Source: an optimization exercise on an open RTL-to-GDS flow (aim: small area, a short achievable clock period and few clock cycles per item). Production flows keep margins and buffers that such runs may drop. RTL that was checked went through simulation tests only; none was proved equivalent to the original. For run 1, only the layout was checked, not whether the RTL still works.

==> flow/design.v (outline; a module is shown in full before it is edited, if it fits) <==
// module keyframe_displacement_test_core: 1200 lines
module keyframe_displacement_test_core
(
  input  wire logic        clk_i,
  input  wire logic        rst_ni,
  input  wire logic        in_valid,
  output logic             in_stall,
  input  wire logic [16:0] ref_x_i,
  input  wire logic [16:0] ref_y_i,
  input  wire logic [16:0] cur_x_i,
  input  wire logic [16:0] cur_y_i,
  input  wire logic        valid_req_i,
  input  wire logic        has_reference_i,
  input  wire logic        last_i,
  output logic             out_valid,
  input  wire logic        out_stall,
  output logic             is_keyframe_o,
  output logic [12:0]      match_count_o,
  output logic [29:0]      distance_sum_o,
  input  wire logic        cfg_valid,
  output logic             cfg_ready,
  input  wire logic [1:0]  cfg_index_i,
  input  wire logic [15:0] cfg_data_i
);
  // ...
==> flow/run.sh <==
#!/bin/bash
# synth_recipe.tcl (not shown) runs the flow's synth.tcl, then flattens the netlist and writes it again
# the make line also repeats each setting of config.mk as NAME=value (left out here)
make -C /OpenROAD-flow-scripts/flow DESIGN_CONFIG=/design/flow/config.mk WORK_HOME=/design/flow/orfs CLKGATE_MAP_FILE= SYNTH_SCRIPT=/design/flow/synth_recipe.tcl finish
==> flow/config.mk <==
export PLATFORM = sky130hd
export DESIGN_NAME = keyframe_displacement_test_core
export DESIGN_NICKNAME = keyframe_displacement_test_core
export VERILOG_FILES = /design/flow/design.v
export SDC_FILE = /design/flow/constraint.sdc
export NUM_CORES = 4
export LEC_CHECK = 0
export CAP_MARGIN = 20
export CORE_MARGIN = 2
export CORE_UTILIZATION = 40
export SETUP_SLACK_MARGIN = 5
export SLEW_MARGIN = 20
==> flow/constraint.sdc <==
create_clock -name core_clock -period 9.0 [get_ports {clk_i}]
set_input_delay 1.8000 -clock core_clock [delete_from_list [all_inputs] [get_ports {clk_i}]]
set_output_delay 1.8000 -clock core_clock [all_outputs]
set_load 0.01 [all_outputs]
==> impl_metrics.ini, run 1 <==
[logic_synthesis]
yosysTopAreaCellShare = 0.291
synthMuxAreaShare = 0.0272
synthSimpleGateAreaFrac = 0.110
ys_async_sr_fraction = 0.115
synth_edf_count = 177
yosysMostFrequentCell = dfxtp_1

[clocking]
cts-root-buf = clkbuf_16
cts.clk_slew.worst_paths_ps = 60
clk_latency_ps = 700
clockBufferDepth = 3
post_cts_buffers = 16
cts.sinks = 1048

[global_route]
grt_overflow = 0

[worst_setup_path]
cp_num_buf_inv = 2
cp-end-kind = register
crit_path_top_delay_cell = clkdlybuf4s50_1
critPathCapture = s0_ax[8]$_DFF_P_
cp-start-kind = primary input
rr_startpoint = s0_ax[8]$_DFF_P_

[placed_design]
port_buffers = 139
place.gp.congestion = 0.822

[layout]
buffer_area_frac = 0.0360
regArea_um2 = 23400
inv_count = 464
signal_buffers = 217
largest_register_ffs = 41
seq_cell_count = 1048

[routing]
final_antenna_net_count = 0
drt_wl_total_mm = 98.7
wl_met3_mm = 3.45
highest_layer = met4
first_pass_iters = 5

[floorplanning]
taps = 1662
fp.dieW_um = 364
ios = 141

[hold_path]
min_from = s3_rad[22]$_DFF_P_

[timing]
tns_ps = 0
slew_violations = 0
skew_ps = 55.9

[run_status]
status = no timing/DRC/antenna violations
==> run 2: changes to the inputs <==
--- a/flow/design.v
+++ b/flow/design.v
@@ -679,437 +679,418 @@
   logic [29:0] rad3;
   assign rad3 = s2_rad[29:0];
   logic [5:0] r4;
   logic [3:0] q4;
   logic [5:0] rsh4;
   assign rsh4 = {r3[3:0], rad3[29:28]};
   assign r4 = rsh4 + {{4{q3[0]}} ^ {1'd0, q3}, 2'b11};
   assign q4 = {q3, ~r4[5]};
-  logic [5:0] s3_r;
-  logic [3:0] s3_q;
-  logic [27:0] s3_rad;
+  logic [27:0] rad4;
+  assign rad4 = rad3[27:0];
+  logic [6:0] r5;
+  logic [4:0] q5;
+  logic [6:0] rsh5;
+  assign rsh5 = {r4[4:0], rad4[27:26]};
+  assign r5 = rsh5 + {{5{q4[0]}} ^ {1'd0, q4}, 2'b11};
+  assign q5 = {q4, ~r5[6]};
+  logic [6:0] s3_r;
+  logic [4:0] s3_q;
+  logic [25:0] s3_rad;
   logic s3_vr, s3_hr, s3_la;
   always_ff @(posedge clk_i or negedge rst_ni) begin
     if (!rst_ni) begin
       s3_vr <= 1'b0;
       s3_la <= 1'b0;
     end else begin
       s3_vr <= s2_vr;
       s3_la <= s2_la;
     end
   end
   always_ff @(posedge clk_i) begin
     s3_hr <= s2_hr;
   end
   always_ff @(posedge clk_i) begin
-    s3_r <= r4;
-    s3_q <= q4;
-    s3_rad <= rad3[27:0];
+    s3_r <= r5;
+    s3_q <= q5;
+    s3_rad <= rad4[25:0];
   end
-  logic [6:0] r5;
-  logic [4:0] q5;
-  logic [6:0] rsh5;
-  assign rsh5 = {s3_r[4:0], s3_rad[27:26]};
-  assign r5 = rsh5 + {{5{s3_q[0]}} ^ {1'd0, s3_q}, 2'b11};
-  assign q5 = {s3_q, ~r5[6]};
-  logic [25:0] rad5;
-  assign rad5 = s3_rad[25:0];
   logic [7:0] r6;
   logic [5:0] q6;
   logic [7:0] rsh6;
-  assign rsh6 = {r5[5:0], rad5[25:24]};
-  assign r6 = rsh6 + {{6{q5[0]}} ^ {1'd0, q5}, 2'b11};
-  assign q6 = {q5, ~r6[7]};
-  logic [7:0] s4_r;
-  logic [5:0] s4_q;
-  logic [23:0] s4_rad;
+  assign rsh6 = {s3_r[5:0], s3_rad[25:24]};
+  assign r6 = rsh6 + {{6{s3_q[0]}} ^ {1'd0, s3_q}, 2'b11};
+  assign q6 = {s3_q, ~r6[7]};
+  logic [23:0] rad6;
+  assign rad6 = s3_rad[23:0];
+  logic [8:0] r7;
+  logic [6:0] q7;
+  logic [8:0] rsh7;
+  assign rsh7 = {r6[6:0], rad6[23:22]};
+  assign r7 = rsh7 + {{7{q6[0]}} ^ {1'd0, q6}, 2'b11};
+  assign q7 = {q6, ~r7[8]};
+  logic [8:0] s4_r;
+  logic [6:0] s4_q;
+  logic [21:0] s4_rad;
   logic s4_vr, s4_hr, s4_la;
   always_ff @(posedge clk_i or negedge rst_ni) begin
     if (!rst_ni) begin
       s4_vr <= 1'b0;
       s4_la <= 1'b0;
     end else begin
       s4_vr <= s3_vr;
       s4_la <= s3_la;
     end
   end
   always_ff @(posedge clk_i) begin
     s4_hr <= s3_hr;
   end
   always_ff @(posedge clk_i) begin
-    s4_r <= r6;
-    s4_q <= q6;
-    s4_rad <= rad5[23:0];
+    s4_r <= r7;
+    s4_q <= q7;
+    s4_rad <= rad6[21:0];
   end
-  logic [8:0] r7;
-  logic [6:0] q7;
-  logic [8:0] rsh7;
-  assign rsh7 = {s4_r[6:0], s4_rad[23:22]};
-  assign r7 = rsh7 + {{7{s4_q[0]}} ^ {1'd0, s4_q}, 2'b11};
-  assign q7 = {s4_q, ~r7[8]};
-  logic [8:0] s5_r;
-  logic [6:0] s5_q;
-  logic [21:0] s5_rad;
+  logic [9:0] r8;
+  logic [7:0] q8;
+  logic [9:0] rsh8;
+  assign rsh8 = {s4_r[7:0], s4_rad[21:20]};
+  assign r8 = rsh8 + {{8{s4_q[0]}} ^ {1'd0, s4_q}, 2'b11};
+  assign q8 = {s4_q, ~r8[9]};
+  logic [9:0] s5_r;
+  logic [7:0] s5_q;
+  logic [19:0] s5_rad;
   logic s5_vr, s5_hr, s5_la;
   always_ff @(posedge clk_i or negedge rst_ni) begin
     if (!rst_ni) begin
       s5_vr <= 1'b0;
       s5_la <= 1'b0;
     end else begin
       s5_vr <= s4_vr;
       s5_la <= s4_la;
     end
   end
   always_ff @(posedge clk_i) begin
     s5_hr <= s4_hr;
   end
   always_ff @(posedge clk_i) begin
-    s5_r <= r7;
-    s5_q <= q7;
-    s5_rad <= s4_rad[21:0];
+    s5_r <= r8;
+    s5_q <= q8;
+    s5_rad <= s4_rad[19:0];
   end
-  logic [9:0] r8;
-  logic [7:0] q8;
-  logic [9:0] rsh8;
-  assign rsh8 = {s5_r[7:0], s5_rad[21:20]};
-  assign r8 = rsh8 + {{8{s5_q[0]}} ^ {1'd0, s5_q}, 2'b11};
-  assign q8 = {s5_q, ~r8[9]};
-  logic [9:0] s6_r;
-  logic [7:0] s6_q;
-  logic [19:0] s6_rad;
+  logic [10:0] r9;
+  logic [8:0] q9;
+  logic [10:0] rsh9;
+  assign rsh9 = {s5_r[8:0], s5_rad[19:18]};
+  assign r9 = rsh9 + {{9{s5_q[0]}} ^ {1'd0, s5_q}, 2'b11};
+  assign q9 = {s5_q, ~r9[10]};
+  logic [10:0] s6_r;
+  logic [8:0] s6_q;
+  logic [17:0] s6_rad;
   logic s6_vr, s6_hr, s6_la;
   always_ff @(posedge clk_i or negedge rst_ni) begin
     if (!rst_ni) begin
       s6_vr <= 1'b0;
       s6_la <= 1'b0;
     end else begin
       s6_vr <= s5_vr;
       s6_la <= s5_la;
     end
   end
   always_ff @(posedge clk_i) begin
     s6_hr <= s5_hr;
   end
   always_ff @(posedge clk_i) begin
-    s6_r <= r8;
-    s6_q <= q8;
-    s6_rad <= s5_rad[19:0];
+    s6_r <= r9;
+    s6_q <= q9;
+    s6_rad <= s5_rad[17:0];
   end
-  logic [10:0] r9;
-  logic [8:0] q9;
-  logic [10:0] rsh9;
-  assign rsh9 = {s6_r[8:0], s6_rad[19:18]};
-  assign r9 = rsh9 + {{9{s6_q[0]}} ^ {1'd0, s6_q}, 2'b11};
-  assign q9 = {s6_q, ~r9[10]};
-  logic [10:0] s7_r;
-  logic [8:0] s7_q;
-  logic [17:0] s7_rad;
+  logic [11:0] r10;
+  logic [9:0] q10;
+  logic [11:0] rsh10;
+  assign rsh10 = {s6_r[9:0], s6_rad[17:16]};
+  assign r10 = rsh10 + {{10{s6_q[0]}} ^ {1'd0, s6_q}, 2'b11};
+  assign q10 = {s6_q, ~r10[11]};
+  logic [11:0] s7_r;
+  logic [9:0] s7_q;
+  logic [15:0] s7_rad;
   logic s7_vr, s7_hr, s7_la;
   always_ff @(posedge clk_i or negedge rst_ni) begin
     if (!rst_ni) begin
       s7_vr <= 1'b0;
       s7_la <= 1'b0;
     end else begin
       s7_vr <= s6_vr;
       s7_la <= s6_la;
     end
   end
   always_ff @(posedge clk_i) begin
     s7_hr <= s6_hr;
   end
   always_ff @(posedge clk_i) begin
-    s7_r <= r9;
-    s7_q <= q9;
-    s7_rad <= s6_rad[17:0];
+    s7_r <= r10;
+    s7_q <= q10;
+    s7_rad <= s6_rad[15:0];
   end
-  logic [11:0] r10;
-  logic [9:0] q10;
-  logic [11:0] rsh10;
-  assign rsh10 = {s7_r[9:0], s7_rad[17:16]};
-  assign r10 = rsh10 + {{10{s7_q[0]}} ^ {1'd0, s7_q}, 2'b11};
-  assign q10 = {s7_q, ~r10[11]};
-  logic [11:0] s8_r;
-  logic [9:0] s8_q;
-  logic [15:0] s8_rad;
+  logic [12:0] r11;
+  logic [10:0] q11;
+  logic [12:0] rsh11;
+  assign rsh11 = {s7_r[10:0], s7_rad[15:14]};
+  assign r11 = rsh11 + {{11{s7_q[0]}} ^ {1'd0, s7_q}, 2'b11};
+  assign q11 = {s7_q, ~r11[12]};
+  logic [12:0] s8_r;
+  logic [10:0] s8_q;
+  logic [13:0] s8_rad;
   logic s8_vr, s8_hr, s8_la;
   always_ff @(posedge clk_i or negedge rst_ni) begin
     if (!rst_ni) begin
       s8_vr <= 1'b0;
       s8_la <= 1'b0;
     end else begin
       s8_vr <= s7_vr;
       s8_la <= s7_la;
     end
   end
   always_ff @(posedge clk_i) begin
     s8_hr <= s7_hr;
   end
   always_ff @(posedge clk_i) begin
-    s8_r <= r10;
-    s8_q <= q10;
-    s8_rad <= s7_rad[15:0];
+    s8_r <= r11;
+    s8_q <= q11;
+    s8_rad <= s7_rad[13:0];
   end
-  logic [12:0] r11;
-  logic [10:0] q11;
-  logic [12:0] rsh11;
-  assign rsh11 = {s8_r[10:0], s8_rad[15:14]};
-  assign r11 = rsh11 + {{11{s8_q[0]}} ^ {1'd0, s8_q}, 2'b11};
-  assign q11 = {s8_q, ~r11[12]};
-  logic [12:0] s9_r;
-  logic [10:0] s9_q;
-  logic [13:0] s9_rad;
+  logic [13:0] r12;
+  logic [11:0] q12;
+  logic [13:0] rsh12;
+  assign rsh12 = {s8_r[11:0], s8_rad[13:12]};
+  assign r12 = rsh12 + {{12{s8_q[0]}} ^ {1'd0, s8_q}, 2'b11};
+  assign q12 = {s8_q, ~r12[13]};
+  logic [13:0] s9_r;
+  logic [11:0] s9_q;
+  logic [11:0] s9_rad;
   logic s9_vr, s9_hr, s9_la;
   always_ff @(posedge clk_i or negedge rst_ni) begin
     if (!rst_ni) begin
       s9_vr <= 1'b0;
       s9_la <= 1'b0;
     end else begin
       s9_vr <= s8_vr;
       s9_la <= s8_la;
     end
   end
   always_ff @(posedge clk_i) begin
     s9_hr <= s8_hr;
   end
   always_ff @(posedge clk_i) begin
-    s9_r <= r11;
-    s9_q <= q11;
-    s9_rad <= s8_rad[13:0];
+    s9_r <= r12;
+    s9_q <= q12;
+    s9_rad <= s8_rad[11:0];
   end
-  logic [13:0] r12;
-  logic [11:0] q12;
-  logic [13:0] rsh12;
-  assign rsh12 = {s9_r[11:0], s9_rad[13:12]};
-  assign r12 = rsh12 + {{12{s9_q[0]}} ^ {1'd0, s9_q}, 2'b11};
-  assign q12 = {s9_q, ~r12[13]};
-  logic [13:0] s10_r;
-  logic [11:0] s10_q;
-  logic [11:0] s10_rad;
+  logic [14:0] r13;
+  logic [12:0] q13;
+  logic [14:0] rsh13;
+  assign rsh13 = {s9_r[12:0], s9_rad[11:10]};
+  assign r13 = rsh13 + {{13{s9_q[0]}} ^ {1'd0, s9_q}, 2'b11};
+  assign q13 = {s9_q, ~r13[14]};
+  logic [14:0] s10_r;
+  logic [12:0] s10_q;
+  logic [9:0] s10_rad;
   logic s10_vr, s10_hr, s10_la;
   always_ff @(posedge clk_i or negedge rst_ni) begin
     if (!rst_ni) begin
       s10_vr <= 1'b0;
       s10_la <= 1'b0;
     end else begin
       s10_vr <= s9_vr;
       s10_la <= s9_la;
     end
   end
   always_ff @(posedge clk_i) begin
     s10_hr <= s9_hr;
   end
   always_ff @(posedge clk_i) begin
-    s10_r <= r12;
-    s10_q <= q12;
-    s10_rad <= s9_rad[11:0];
+    s10_r <= r13;
+    s10_q <= q13;
+    s10_rad <= s9_rad[9:0];
   end
-  logic [14:0] r13;
-  logic [12:0] q13;
-  logic [14:0] rsh13;
-  assign rsh13 = {s10_r[12:0], s10_rad[11:10]};
-  assign r13 = rsh13 + {{13{s10_q[0]}} ^ {1'd0, s10_q}, 2'b11};
-  assign q13 = {s10_q, ~r13[14]};
-  logic [14:0] s11_r;
-  logic [12:0] s11_q;
-  logic [9:0] s11_rad;
+  logic [15:0] r14;
+  logic [13:0] q14;
+  logic [15:0] rsh14;
+  assign rsh14 = {s10_r[13:0], s10_rad[9:8]};
+  assign r14 = rsh14 + {{14{s10_q[0]}} ^ {1'd0, s10_q}, 2'b11};
+  assign q14 = {s10_q, ~r14[15]};
+  logic [15:0] s11_r;
+  logic [13:0] s11_q;
+  logic [7:0] s11_rad;
   logic s11_vr, s11_hr, s11_la;
   always_ff @(posedge clk_i or negedge rst_ni) begin
     if (!rst_ni) begin
       s11_vr <= 1'b0;
       s11_la <= 1'b0;
     end else begin
       s11_vr <= s10_vr;
       s11_la <= s10_la;
     end
   end
   always_ff @(posedge clk_i) begin
     s11_hr <= s10_hr;
   end
   always_ff @(posedge clk_i) begin
-    s11_r <= r13;
-    s11_q <= q13;
-    s11_rad <= s10_rad[9:0];
+    s11_r <= r14;
+    s11_q <= q14;
+    s11_rad <= s10_rad[7:0];
   end
-  logic [15:0] r14;
-  logic [13:0] q14;
-  logic [15:0] rsh14;
-  assign rsh14 = {s11_r[13:0], s11_rad[9:8]};
-  assign r14 = rsh14 + {{14{s11_q[0]}} ^ {1'd0, s11_q}, 2'b11};
-  assign q14 = {s11_q, ~r14[15]};
-  logic [15:0] s12_r;
-  logic [13:0] s12_q;
-  logic [7:0] s12_rad;
+  logic [16:0] r15;
+  logic [14:0] q15;
+  logic [16:0] rsh15;
+  assign rsh15 = {s11_r[14:0], s11_rad[7:6]};
+  assign r15 = rsh15 + {{15{s11_q[0]}} ^ {1'd0, s11_q}, 2'b11};
+  assign q15 = {s11_q, ~r15[16]};
+  logic [16:0] s12_r;
+  logic [14:0] s12_q;
+  logic [5:0] s12_rad;
   logic s12_vr, s12_hr, s12_la;
   always_ff @(posedge clk_i or negedge rst_ni) begin
     if (!rst_ni) begin
       s12_vr <= 1'b0;
       s12_la <= 1'b0;
     end else begin
       s12_vr <= s11_vr;
       s12_la <= s11_la;
     end
   end
   always_ff @(posedge clk_i) begin
     s12_hr <= s11_hr;
   end
   always_ff @(posedge clk_i) begin
-    s12_r <= r14;
-    s12_q <= q14;
-    s12_rad <= s11_rad[7:0];
+    s12_r <= r15;
+    s12_q <= q15;
+    s12_rad <= s11_rad[5:0];
   end
-  logic [16:0] r15;
-  logic [14:0] q15;
-  logic [16:0] rsh15;
-  assign rsh15 = {s12_r[14:0], s12_rad[7:6]};
-  assign r15 = rsh15 + {{15{s12_q[0]}} ^ {1'd0, s12_q}, 2'b11};
-  assign q15 = {s12_q, ~r15[16]};
-  logic [16:0] s13_r;
-  logic [14:0] s13_q;
-  logic [5:0] s13_rad;
+  logic [17:0] r16;
+  logic [15:0] q16;
+  logic [17:0] rsh16;
+  assign rsh16 = {s12_r[15:0], s12_rad[5:4]};
+  assign r16 = rsh16 + {{16{s12_q[0]}} ^ {1'd0, s12_q}, 2'b11};
+  assign q16 = {s12_q, ~r16[17]};
+  logic [17:0] s13_r;
+  logic [15:0] s13_q;
+  logic [3:0] s13_rad;
   logic s13_vr, s13_hr, s13_la;
   always_ff @(posedge clk_i or negedge rst_ni) begin
     if (!rst_ni) begin
       s13_vr <= 1'b0;
       s13_la <= 1'b0;
     end else begin
       s13_vr <= s12_vr;
       s13_la <= s12_la;
     end
   end
   always_ff @(posedge clk_i) begin
     s13_hr <= s12_hr;
   end
   always_ff @(posedge clk_i) begin
-    s13_r <= r15;
-    s13_q <= q15;
-    s13_rad <= s12_rad[5:0];
+    s13_r <= r16;
+    s13_q <= q16;
+    s13_rad <= s12_rad[3:0];
   end
-  logic [17:0] r16;
-  logic [15:0] q16;
-  logic [17:0] rsh16;
-  assign rsh16 = {s13_r[15:0], s13_rad[5:4]};
-  assign r16 = rsh16 + {{16{s13_q[0]}} ^ {1'd0, s13_q}, 2'b11};
-  assign q16 = {s13_q, ~r16[17]};
-  logic [17:0] s14_r;
-  logic [15:0] s14_q;
-  logic [3:0] s14_rad;
+  logic [18:0] r17;
+  logic [16:0] q17;
+  logic [18:0] rsh17;
+  assign rsh17 = {s13_r[16:0], s13_rad[3:2]};
+  assign r17 = rsh17 + {{17{s13_q[0]}} ^ {1'd0, s13_q}, 2'b11};
+  assign q17 = {s13_q, ~r17[18]};
+  logic [18:0] s14_r;
+  logic [16:0] s14_q;
+  logic [1:0] s14_rad;
   logic s14_vr, s14_hr, s14_la;
   always_ff @(posedge clk_i or negedge rst_ni) begin
     if (!rst_ni) begin
       s14_vr <= 1'b0;
       s14_la <= 1'b0;
     end else begin
       s14_vr <= s13_vr;
       s14_la <= s13_la;
     end
   end
   always_ff @(posedge clk_i) begin
     s14_hr <= s13_hr;
   end
   always_ff @(posedge clk_i) begin
-    s14_r <= r16;
-    s14_q <= q16;
-    s14_rad <= s13_rad[3:0];
+    s14_r <= r17;
+    s14_q <= q17;
+    s14_rad <= s13_rad[1:0];
   end
-  logic [18:0] r17;
-  logic [16:0] q17;
-  logic [18:0] rsh17;
-  assign rsh17 = {s14_r[16:0], s14_rad[3:2]};
-  assign r17 = rsh17 + {{17{s14_q[0]}} ^ {1'd0, s14_q}, 2'b11};
-  assign q17 = {s14_q, ~r17[18]};
-  logic [18:0] s15_r;
-  logic [16:0] s15_q;
-  logic [1:0] s15_rad;
+  logic [19:0] r18;
+  logic [17:0] q18;
+  logic [19:0] rsh18;
+  assign rsh18 = {s14_r[17:0], s14_rad[1:0]};
+  assign r18 = rsh18 + {{18{s14_q[0]}} ^ {1'd0, s14_q}, 2'b11};
+  assign q18 = {s14_q, ~r18[19]};
+  logic [17:0] s15_d;
   logic s15_vr, s15_hr, s15_la;
   always_ff @(posedge clk_i or negedge rst_ni) begin
     if (!rst_ni) begin
       s15_vr <= 1'b0;
       s15_la <= 1'b0;
     end else begin
       s15_vr <= s14_vr;
       s15_la <= s14_la;
     end
   end
   always_ff @(posedge clk_i) begin
     s15_hr <= s14_hr;
   end
   always_ff @(posedge clk_i) begin
-    s15_r <= r17;
-    s15_q <= q17;
-    s15_rad <= s14_rad[1:0];
-  end
-  logic [19:0] r18;
-  logic [17:0] q18;
-  logic [19:0] rsh18;
-  assign rsh18 = {s15_r[17:0], s15_rad[1:0]};
-  assign r18 = rsh18 + {{18{s15_q[0]}} ^ {1'd0, s15_q}, 2'b11};
-  assign q18 = {s15_q, ~r18[19]};
-  logic [17:0] s16_d;
-  logic s16_vr, s16_hr, s16_la;
-  always_ff @(posedge clk_i or negedge rst_ni) begin
-    if (!rst_ni) begin
-      s16_vr <= 1'b0;
-      s16_la <= 1'b0;
-    end else begin
-      s16_vr <= s15_vr;
-      s16_la <= s15_la;
-    end
-  end
-  always_ff @(posedge clk_i) begin
-    s16_hr <= s15_hr;
-  end
-  always_ff @(posedge clk_i) begin
-    s16_d <= q18 & {18{s15_vr}};
+    s15_d <= q18 & {18{s14_vr}};
   end
-  logic s16_v;
-  assign s16_v = s16_vr || s16_la;
+  logic s15_v;
+  assign s15_v = s15_vr || s15_la;
   logic        acc_open_q, acc_closed_q, acc_hr_q, acc_ovf_q;
   logic [29:0] acc_sum_q;
   logic [12:0] acc_cnt_q;
   logic [40:0] acc_t_q;
   logic [29:0] base_sum, sum_new;
   logic [12:0] base_cnt, cnt_new;
   logic [40:0] base_t, t_new;
   logic [30:0] sum_add;
   logic        cnt_inc;
   logic        acc_move;    
   logic keep;
-  assign keep = acc_open_q || !s16_v;
+  assign keep = acc_open_q || !s15_v;
   assign base_sum = keep ? acc_sum_q : 30'd0;
   assign base_cnt = keep ? acc_cnt_q : 13'd0;
   assign base_t   = keep ? acc_t_q   : 41'd0;
-  assign sum_add  = {1'b0, base_sum} + {13'd0, s16_d};
+  assign sum_add  = {1'b0, base_sum} + {13'd0, s15_d};
   assign sum_new  = sum_add[29:0];
   logic ovf_new;
   assign ovf_new  = (keep && acc_ovf_q) || sum_add[30];
   logic [29:0] acc_sat;
   assign acc_sat  = acc_sum_q | {30{acc_ovf_q}};
-  assign cnt_inc  = s16_v && s16_vr && !base_cnt[12];
+  assign cnt_inc  = s15_v && s15_vr && !base_cnt[12];
   assign cnt_new  = base_cnt + {12'd0, cnt_inc};
   assign t_new    = base_t + (cnt_inc ? {12'd0, mw_q} : 41'd0);
   always_ff @(posedge clk_i or negedge rst_ni) begin
     if (!rst_ni) begin
       acc_open_q   <= 1'b0;
       acc_closed_q <= 1'b0;
     end else begin
-      if (s16_v) begin
-        acc_open_q   <= !s16_la;
-        acc_closed_q <= s16_la;
+      if (s15_v) begin
+        acc_open_q   <= !s15_la;
+        acc_closed_q <= s15_la;
       end else if (acc_move) begin
         acc_closed_q <= 1'b0;
       end
     end
   end
   always_ff @(posedge clk_i) begin
     acc_sum_q <= sum_new;
     acc_cnt_q <= cnt_new;
     acc_t_q   <= t_new;
     acc_ovf_q <= ovf_new;
-    if (s16_v) acc_hr_q <= s16_hr;
+    if (s15_v) acc_hr_q <= s15_hr;
   end
   logic acc_key;
   assign acc_key = acc_hr_q && (acc_cnt_q >= min_matches_q) &&
                    (acc_sat > {1'b0, acc_t_q[40:12]});
   logic        out_v_q, out_key_q;
   logic [12:0] out_cnt_q;
   logic [29:0] out_sum_q;
   logic        sl1_v_q, sl1_key_q;
==> flow/flow/run.sh (new file) <==
#!/bin/bash
# the standard layout, with port buffers of a plain buffer cell and setup
# repair aiming at a tighter target than the 9 ns clock
export BUFFER_PORTS_ARGS="-buffer_cell sky130_fd_sc_hd__buf_2"
export SETUP_SLACK_MARGIN=5.5
bash standard.sh > standard.log 2>&1
==> flow/standard.sh (new file) <==
#!/bin/bash
# synth_recipe.tcl (not shown) runs the flow's synth.tcl, then flattens the netlist and writes it again
# the make line also repeats each setting of config.mk as NAME=value (left out here)
make -C /OpenROAD-flow-scripts/flow DESIGN_CONFIG=/design/flow/config.mk WORK_HOME=/design/flow/orfs CLKGATE_MAP_FILE= SYNTH_SCRIPT=/design/flow/synth_recipe.tcl "${@:-finish}"
==> flow/config.mk (replaced) <==
export PLATFORM = sky130hd
export DESIGN_NAME = keyframe_displacement_test_core
export DESIGN_NICKNAME = keyframe_displacement_test_core
export VERILOG_FILES = /design/flow/design.v
export SDC_FILE = /design/flow/constraint.sdc
export NUM_CORES = 4
export LEC_CHECK = 0
export CAP_MARGIN = 20
export CORE_MARGIN = 2
export CORE_UTILIZATION = 40
export SLEW_MARGIN = 20
removed: flow/run.sh
==> run 2 against run 1 <==
  * Cell count fell by 0.21%
  * Critical path depth grew 1
  * Die area is 2.3% lower
  * Synthesized cell count decreased by 2.4%
  * Routed wire length grew 0.60%
  * Register-to-register slack better by 40 ps
  * Area after synthesis decreased by 2.3%
  * Via count decreased by 1.8%
  * Fmax grew 2.6%
  * Non-clock buffer count up 102
  * Critical path type is now reg -> reg
==> impl_metrics.ini, run 2 <==
[run_status]
status = no timing/DRC/antenna violations

[layout]
nNetsFinal = 5790
final_common_cell = dfxtp_1
largest_register_ffs = 41
final_cell_mix = dfxtp_1, inv_1, ha_1
fin_area_um2 = 59700
n_antenna_cell = 0
reg_top3 = acc_t_q x41, s1_a x33, s1_b x33
regArea_um2 = 22700
area_growth_pct = 18.3
multi_input_area_um2 = 27000
drive_gt1_frac = 0.180
fillerInstances = 11400
top_register = acc_t_q

[floorplanning]
die_area_um2 = 129000
initial_core_util = 0.403
ios = 141
num_rows = 130
fp.dieW_um = 359
core_um2 = 125000
die_height_um = 359

[logic_synthesis]
yosysUniqueCellTypes = 84
synth_edf_count = 177
ys_seq_area_frac = 0.447
yosysTopAreaCellShare = 0.283
synth_top_cells_by_area = dfxtp_1, edfxtp_1, ha_1
synth.avg_cell_area_um2 = 10.5
ys.warnings.count = 2
ys_ff_latch = 1008
yosysMostFrequentCell = dfxtp_1
ys.flop_type = dfxtp_1
syn_area_um2 = 50500
yosysTopAreaCell = dfxtp_1
netlist_instances = 4786
ys_async_sr_fraction = 0.117
synth.net_count = 5500
synth_common_cells = dfxtp_1, inv_1, ha_1, nor2_1, and2_1

[timing]
fmax_mhz = 258
relSlewSlack = 0.387
slew_violations = 0
skew_ps = 36.3
finalSetupViolCount = 0
fin_crit_ps = 3870
finalHoldViolations = 0
finalCritPeriodShare = 0.430
tns_ps = 0
grt_setup_unrepaired = yes
worst_slew_pin_slew_ps = 919

[clocking]
cts.sinks = 1008
clockBufferDepth = 3
cts-root-buf = clkbuf_16
cts_tree = built
clk_latency_ps = 680
cts.clk_slew.worst_paths_ps = 60
numCtsBuffers = 105
h-tree-depth = 3

[worst_setup_path]
critPathMaxFanout = 8
crit_path_top_delay_cell = fa_1
crit_top_cell = fa_1
cp-end-kind = register
timing_worst_setup_path_type = reg -> reg
max_stage_delay_ps = 530
cp_data_arrival_time_ps = 4490
cp-start-kind = register
crit_chain = nand2_1 > fa_1 > inv_1 > fa_1 > inv_2 > fa_1 > inv_1 > fa_1 > inv_1 > fa_1 > inv_1 > fa_2
required_ps = 9610
rrSetupSlack_ps = 5130

[placed_design]
port_buffers = 139
hpwlAfterDp_mm = 67.2
placed_area_um2 = 53300
place.gp.congestion = 0.824

[routing]
vias = 32800
post_drt_wl_per_cell_um = 14.6
drc_errors = 0
vias_per_cell = 4.81
final_antenna_net_count = 0
drt_iter0_markers = 1548
drt_wl_total_mm = 99.3
first_pass_iters = 7

[flow_run]
cap_violations = 0

[global_route]
grt_util_all_layers = 0.154
antenna_found_initial = 0
first_global_vias = 33900
grt_overflow = 0
grt_max_degree = 75
grt_pass1_wl_mm = 166

[hold_path]
hold_class = reg -> reg
-- run 2: final cells by class --
| class | count | share of cell area |
|---|---|---|
| multi-input combinational | 3144 | 0.452 |
| sequential | 1008 | 0.379 |
| inverter | 498 | 0.0316 |
| clock buffer | 139 | 0.0490 |
| tap | 1650 | 0.0346 |
| timing repair buffer | 319 | 0.0423 |
| clock inverter | 57 | 0.0106 |
-- run 2: worst paths after layout --
| check | depth (start not counted) | end | startpoint |
|---|---|---|---|
| worst min register to register | 0 | s10_rad[0]$_DFF_P_ | s9_rad[0]$_DFF_P_ |
| worst max-delay path | 12 | s1_a[18]$_DFF_P_ | s0_ax[5]$_DFF_P_ |
| worst max register to register | 12 | s1_a[18]$_DFF_P_ | s0_ax[5]$_DFF_P_ |
| max in group asynchronous | 2 | mw_q[23]$_DFFE_PN0P_ | rst_ni |
| worst min-delay path | 0 | s10_rad[0]$_DFF_P_ | s9_rad[0]$_DFF_P_ |
| min in group asynchronous | 1 | sl2_v_q$_DFFE_PN0N_ | rst_ni |
-- run 2: metrics by stage --
step	hold slack (ps)	utilization	setup slack (ps)	cells
final	312	0.476	5130	6815
after floorplan	310	-	5090	4786
after CTS	307	0.467	5140	6766
after global routing	312	0.476	5010	6815
after detailed placement	312	0.425	4490	6466
after global placement	310	0.425	4530	6466
-- run 2: cells by family after synthesis --
logic type	Yosys count	synth area share
AOI/OAI and AO/OA	813	0.101
xor gates and xnor gates	449	0.0779
adders and majority gates	622	0.188
buffers and inverters	637	0.0477
DFF	1008	0.447
muxes	132	0.0283
other	1	0.0000743
and+or+nand+nor	1124	0.111
-- run 2: worst max-delay path, delay by kind of cell, from the launching register on --
family | cells | cell delay [ps]
fa+ha+maj | 6 | 3020
flops | 1 | 430
buf+inv | 5 | 250
simple gates | 1 | 120
-- run 2: repair_timing --
action,4_1_cts,5_1_grt
pin swaps,98,141
buffers inserted,94,49
endpoints found under the setup margin,108,112
hold buffers,0,0
gates resized for setup,179,212
gates cloned,10,0
-- run 2: per-layer routing --
metal  wire (um)  track usage  vias up
met5           0            0        -
met4        3320       0.0608        0
met3        3260       0.0219      219
met2       49900        0.277      543
met1       42800        0.184    15600
li1            -            -    16400
Testbench counts of run 2, summed over its fixed seeds: cycles 5,586, items 5,317.
==> run 3: changes to the inputs <==
==> flow/run.sh (new file) <==
#!/bin/bash
# synth_recipe.tcl (not shown) runs the flow's synth.tcl, then flattens the netlist and writes it again
# the make line also repeats each setting of config.mk as NAME=value (left out here)
make -C /OpenROAD-flow-scripts/flow DESIGN_CONFIG=/design/flow/config.mk WORK_HOME=/design/flow/orfs CLKGATE_MAP_FILE= SYNTH_SCRIPT=/design/flow/synth_recipe.tcl finish
--- a/flow/config.mk
+++ b/flow/config.mk
@@ -8,4 +8,5 @@
 export CAP_MARGIN = 20
 export CORE_MARGIN = 2
 export CORE_UTILIZATION = 40
+export SETUP_SLACK_MARGIN = 5
 export SLEW_MARGIN = 20
removed: flow/flow/run.sh
removed: flow/standard.sh
==> run 3 against run 2 <==
  * Setup slack got worse by 81 ps
  * Critical path depth increased by 4
  * Global-route usage decreased by 0.60 points
  * Largest cell class unchanged
  * Highest routed layer unchanged
==> impl_metrics.ini, run 3 <==
[logic_synthesis]
yosysTopAreaCellShare = 0.283
syn_area_um2 = 50500
ys_async_sr_fraction = 0.117
ys_ff_latch = 1008
synth.net_count = 5500
synth_edf_count = 177
synthXorXnorAreaFrac = 0.0779
ys_seq_area_frac = 0.447
yosysTopAreaCell = dfxtp_1
yosysUniqueCellTypes = 84
synth_top_cells_by_area = dfxtp_1, edfxtp_1, ha_1
yosysMostFrequentCell = dfxtp_1
synth_top_family_by_area = adder cells
ys.flop_type = dfxtp_1
synth_fa_ha_area_frac = 0.188
synth_compound_area_frac = 0.101
synthSimpleGateAreaFrac = 0.111
synth.avg_cell_area_um2 = 10.5
synth_common_cells = dfxtp_1, inv_1, ha_1, nor2_1, and2_1
ys.warnings.count = 2
netlist_instances = 4786
synthMuxAreaShare = 0.0283

[timing]
slew_violations = 0
tns_ps = 0
skew_ps = 32.5
finalHoldViolations = 0
whs_ps = 309
relSlewSlack = 0.412
fin_crit_ps = 3950
worst_slew_pin_slew_ps = 882
finalCritPeriodShare = 0.439
fmax_mhz = 253
finalSetupViolCount = 0
grt_setup_unrepaired = yes

[global_route]
grt_overflow = 0
grt_util_all_layers = 0.148
first_global_vias = 32700
grt_max_degree = 75
antenna_found_initial = 0
grt_pass1_wl_mm = 159

[worst_setup_path]
rrSetupSlack_ps = 5080
required_ps = 9540
crit_family = compound AO/OA/AOI/OAI gates
crit_chain = clkdlybuf4s50_1 > inv_1 > ha_2 > a21o_1 > a21o_1 > nand2_1 > o21ai_1 > a211o_1 > a21oi_2 > o21ai_4 > buf_12 > clkbuf_4 > buf_4 > o211ai_1 > o21ai_1 > xnor2_1
worst_r2r_path_depth = 8
r2r_end = s1_a[15]$_DFF_P_
max_stage_delay_ps = 480
cp-start-kind = primary input
crit_start = ref_y_i[9]
cp-end-kind = register
cp_num_cells = 16
critPathCapture = s0_ay[5]$_DFF_P_
cp_num_buf_inv = 5
rr_startpoint = s0_ax[0]$_DFF_P_
timing_worst_setup_path_type = in -> reg
critPathMaxFanout = 6
cp_data_arrival_time_ps = 4490
crit_path_top_delay_cell = clkdlybuf4s50_1

[routing]
drt_iter0_markers = 1565
final_antenna_net_count = 0
vias = 32100
drc_errors = 0
first_pass_iters = 5
vias_per_cell = 4.76
post_drt_wl_per_cell_um = 14.2
drt_wl_total_mm = 95.9

[floorplanning]
num_rows = 130
die_height_um = 359
core_um2 = 125000
die_area_um2 = 129000
ios = 141
initial_core_util = 0.403
fp.dieW_um = 359

[layout]
area_growth_pct = 16.2
top_register = acc_t_q
fillerInstances = 11400
nNetsFinal = 5721
n_antenna_cell = 0
largest_register_ffs = 41
final_cell_mix = dfxtp_1, inv_1, ha_1
final_common_cell = dfxtp_1
reg_top3 = acc_t_q x41, s1_a x33, s1_b x33
drive_gt1_frac = 0.104

[clocking]
cts-root-buf = clkbuf_16
numCtsBuffers = 104
clockBufferDepth = 3
cts_tree = built
cts_hold_buf = 0
cts.sinks = 1008
h-tree-depth = 3
clk_latency_ps = 680
cts.clk_slew.worst_paths_ps = 60

[flow_run]
cap_violations = 0

[placed_design]
port_buffers = 139
place.gp.congestion = 0.812
hpwlAfterDp_mm = 66.8

[hold_path]
hold_class = reg -> reg

[run_status]
status = no timing/DRC/antenna violations
==> run 3: cell counts after synthesis <==
Identical to the previous run, type by type.
==> run 3: worst reg2reg max path, cell delays in order (launching register included) <==
cell and delay, ps:
dfxtp_4 390, buf_4 170, and2_1 150, fa_1 510
fa_1 530, fa_1 520, fa_1 530, fa_1 520
fa_1 490
==> run 3: timing repair <==
item                                    in CTS  in global routing
buffers inserted                            58                 25
cloned                                       2                  2
endpoints found under the setup margin      64                 53
pin swaps                                   18                 65
gates resized for setup                     81                 86
==> run 3: metal layers <==
| metal | GRT usage | vias to the layer above | wire length (um) |
|---|---|---|---|
| li1 | - | 16200 | - |
| met1 | 0.178 | 15100 | 42000 |
| met2 | 0.268 | 529 | 47700 |
| met3 | 0.0199 | 195 | 3150 |
| met4 | 0.0530 | 0 | 3150 |
| met5 | 0 | - | 0 |
==> run 3: kinds of logic (layout without fill, tap and decap cells) <==
family                     Yosys count  in the layout
AOI/OAI and AO/OA                  813            813
xor gates and xnor gates           449            449
adders and majority gates          622            622
buffers and inverters              637            945
DFF                               1008           1008
muxes                              132            132
other                                1              1
and+or+nand+nor                   1124           1124
==> run 3: worst min path at each step <==
stage / slack, ps / from / to / cells past startpoint
CTS: 310 / s2_hr$_DFF_P_ / s3_hr$_DFF_P_ / 0
detailed placement: 310 / s10_hr$_DFF_P_ / s11_hr$_DFF_P_ / 0
finish: 310 / s2_hr$_DFF_P_ / s3_hr$_DFF_P_ / 0
global route: 310 / s2_hr$_DFF_P_ / s3_hr$_DFF_P_ / 0
floorplan: 310 / s9_hr$_DFF_P_ / s10_hr$_DFF_P_ / 0
global placement: 310 / s3_rad[12]$_DFF_P_ / s4_rad[12]$_DFF_P_ / 0
==> run 3: area by class of cell <==
cell class,count,area (um2),area share
multi-input combinational,3141,26000,0.443
sequential,1008,22600,0.386
clock buffer,145,2940,0.0501
timing repair buffer,254,2440,0.0417
tap,1650,2060,0.0352
inverter,498,1870,0.0319
clock inverter,48,694,0.0118
==> run 3: metrics by stage <==
stage               worst slack, ps  cells  utilization  instance area, um2
global placement               4070   6464        0.429               53800
global route                   4950   6744        0.468               58700
floorplan                      5000   4786            -               50800
detailed placement             4010   6464        0.429               53800
finish                         5050   6744        0.468               58700
CTS                            4970   6717        0.464               58100

## port drivers added, routing unchanged
How much do the figures lean on ideal ports? The routed layouts below were timed once more, with nothing changed but the port constraints. Step 1 sets driving cells, clkbuf_16 on the clock port and buf_2 on the other inputs (assumed; they add their load-dependent delay and slew). Step 2, shift: input delay + t, output delay - t, t = (earliest + latest rising clock arrival at the registers) / 2. This alone moves slack from input paths to output paths. Slacks: ideal / step 1 / step 2; pairs: ideal / step 1.
| run | t (ns) | setup slack, ns | cell pins on the clock port's net |
|---|---|---|---|
| run 1 | 0.748 | 5.026 / 5.074 / 4.325 | 1 |
| run 2 | 0.736 | 5.127 / 5.127 / 4.692 | 1 |
| run 3 | 0.737 | 5.046 / 5.080 / 4.353 | 1 |
After both steps setup and hold are still met in every run listed. The setup slack of run 1, which loses most, moves by +0.048 ns with the drivers and by -0.701 ns with both steps.
